This design comes from an exercise in tuning for small area, a short achievable clock period and few clock cycles per item on the open sky130 flow, not from production work. At most, simulation tests tie the RTL to the original design; equivalence was not proved. Power figures rest on the tool's default switching activity, not on a simulated workload.

Design segmented_sum_top3_tracker, start of the top module:
module segmented_sum_top3_tracker #(
  parameter int unsigned SUM_WIDTH = 32,
  parameter int unsigned TOP_COUNT = 3
) (
  input  logic                    clk_i,
  input  logic                    rst_ni,
  input  logic                    in_valid_i,
  output logic                    in_ready_o,
  input  logic [sst3_pkg::CharWidth-1:0]    in_char_i,
  input  logic                    in_eoi_i,
  output logic                    out_valid_o,
  input  logic                    out_ready_i,
  output logic [sst3_pkg::LargestWidth-1:0] out_largest_o,
  output logic [sst3_pkg::TopSumWidth-1:0]  out_top3_o,
  output logic                    out_closed_o
);
==> module sst3_add, before the edit <==
module sst3_add #(
  parameter int unsigned W    = 32,
  parameter int unsigned ARCH = 0,
  parameter bit          LATE = 1'b0
) (
  input  logic [W-1:0] a_i,
  input  logic [W-1:0] b_i,
  input  logic         c_i,
  output logic [W-1:0] s_o,
  output logic         c_o
);
  localparam int unsigned L = $clog2(W);
  logic [W-1:0] p, g0;
  logic [W-1:0] gg [L+1];
  logic [W-1:0] pp [L+1];
  logic [W:0]   c;
  assign p  = a_i ^ b_i;
  assign g0 = a_i & b_i;
  always_comb begin
    gg[0] = g0;
    pp[0] = p;
    if (!LATE) gg[0][0] = g0[0] | (p[0] & c_i);
    for (int l = 1; l <= L; l++) begin
      gg[l] = gg[l-1];
      pp[l] = pp[l-1];
    end
    if (ARCH == 0) begin
      for (int l = 0; l < L; l++) begin
        for (int i = 0; i < W; i++) begin
          if ((i >> l) & 1) begin
            gg[l+1][i] = gg[l][i] | (pp[l][i] & gg[l][((i >> l) << l) - 1]);
            pp[l+1][i] = pp[l][i] & pp[l][((i >> l) << l) - 1];
          end else begin
            gg[l+1][i] = gg[l][i];
            pp[l+1][i] = pp[l][i];
          end
        end
      end
    end else if (ARCH == 1) begin
      for (int l = 0; l < L; l++) begin
        for (int i = 0; i < W; i++) begin
          if (((i + 1) % (2 << l)) == 0) begin
            gg[L][i] = gg[L][i] | (pp[L][i] & gg[L][i - (1 << l)]);
            pp[L][i] = pp[L][i] & pp[L][i - (1 << l)];
          end
        end
      end
      for (int l = L - 2; l >= 0; l--) begin
        for (int i = 0; i < W; i++) begin
          if (((i + 1) % (2 << l)) == (1 << l) && i >= (2 << l)) begin
            gg[L][i] = gg[L][i] | (pp[L][i] & gg[L][i - (1 << l)]);
            pp[L][i] = pp[L][i] & pp[L][i - (1 << l)];
          end
        end
      end
    end else begin
      for (int i = 1; i < W; i++) begin
        gg[L][i] = gg[L][i] | (pp[L][i] & gg[L][i-1]);
      end
    end
  end
  always_comb begin
    c[0] = c_i;
    for (int i = 0; i < W; i++) c[i+1] = LATE ? (gg[L][i] | (pp[L][i] & c_i)) : gg[L][i];
  end
  assign s_o = p ^ c[W-1:0];
  assign c_o = c[W];
endmodule
==> flow/config.mk <==
export PLATFORM = sky130hd
export DESIGN_NAME = segmented_sum_top3_tracker
export DESIGN_NICKNAME = segmented_sum_top3_tracker
export VERILOG_FILES = /design/flow/design.v
export SDC_FILE = /design/flow/constraint.sdc
export NUM_CORES = 4
export LEC_CHECK = 0
export ABC_CLOCK_PERIOD_IN_PS = 3000
export CAP_MARGIN = 20
export CORE_MARGIN = 8
export CORE_UTILIZATION = 40
export CTS_BUF_LIST = sky130_fd_sc_hd__clkbuf_4 sky130_fd_sc_hd__clkbuf_8
export SLEW_MARGIN = 20
==> flow/constraint.sdc <==
create_clock -name core_clock -period 9.0 [get_ports {clk_i}]
set_input_delay 1.8000 -clock core_clock [delete_from_list [all_inputs] [get_ports {clk_i}]]
set_output_delay 1.8000 -clock core_clock [all_outputs]
set_load 0.01 [all_outputs]
standard.sh (not shown) runs the stock make flow with config.mk's settings and CLKGATE_MAP_FILE= SYNTH_SCRIPT=/design/flow/synth_recipe.tcl, a recipe that flattens the netlist after the stock synthesis.
==> flow/flow/run.sh <==
#!/bin/bash
set -euo pipefail
MARGIN=${MARGIN:-5.6}
bash standard.sh synth > synth.log 2>&1
bash standard.sh SETUP_SLACK_MARGIN=$MARGIN finish > layout.log 2>&1
Edit:
--- a/flow/design.v
+++ b/flow/design.v
@@ -15,13 +15,14 @@
   input  logic [W-1:0] a_i,
   input  logic [W-1:0] b_i,
   input  logic         c_i,
   output logic [W-1:0] s_o,
   output logic         c_o
 );
-  localparam int unsigned L = $clog2(W);
+  localparam int unsigned L = (W <= 2) ? 1 : (W <= 4) ? 2 : (W <= 8) ? 3 : (W <= 16) ? 4 :
+                              (W <= 32) ? 5 : (W <= 64) ? 6 : 7;
   logic [W-1:0] p, g0;
   logic [W-1:0] gg [L+1];
   logic [W-1:0] pp [L+1];
   logic [W:0]   c;
   assign p  = a_i ^ b_i;
   assign g0 = a_i & b_i;
Routed wire length does not change.
Total power does not change.
Final cell count does not change.
Core utilization does not change.
Sequential power is about the same.
Die area does not change.
Clock-buffer cell count does not change.
Via count does not change.
First-iteration DRC count is unchanged.
Clock skew is unchanged.
Non-clock buffer count does not change.
Fmax is unchanged.
Testbench counts after the change, summed over its fixed seeds: cycles 50,275, items 50,243.
Only the layout flow was run in the first run of this note; the RTL was not checked for function there.

==> what the ideal ports hide <==
The results above use ideal ports. As a check the final layouts listed here were re-extracted and re-timed, cells and wires unchanged. Step 1: set_driving_cell puts a clkbuf_16 on clk_i and a buf_2 on each other input, an assumption about the parent block. Step 2, shift: input delay + t, output delay - t, t = (earliest + latest rising clock arrival at the registers) / 2. This alone moves slack from input paths to output paths. Slacks: ideal / step 1 / step 2; pairs: ideal / step 1.
| run | shift t [ns] | slack for setup (ns) | latest minus earliest clock arrival (ns) | worst data-port slew with drivers (ns) |
|---|---|---|---|---|
| the first run | 0.613 | 5.634 / 5.580 / 5.149 | 0.021 / 0.022 | 0.04 |
| the second run | 0.613 | 5.634 / 5.580 / 5.149 | 0.021 / 0.022 | 0.04 |
After both steps every run listed still meets setup and hold.
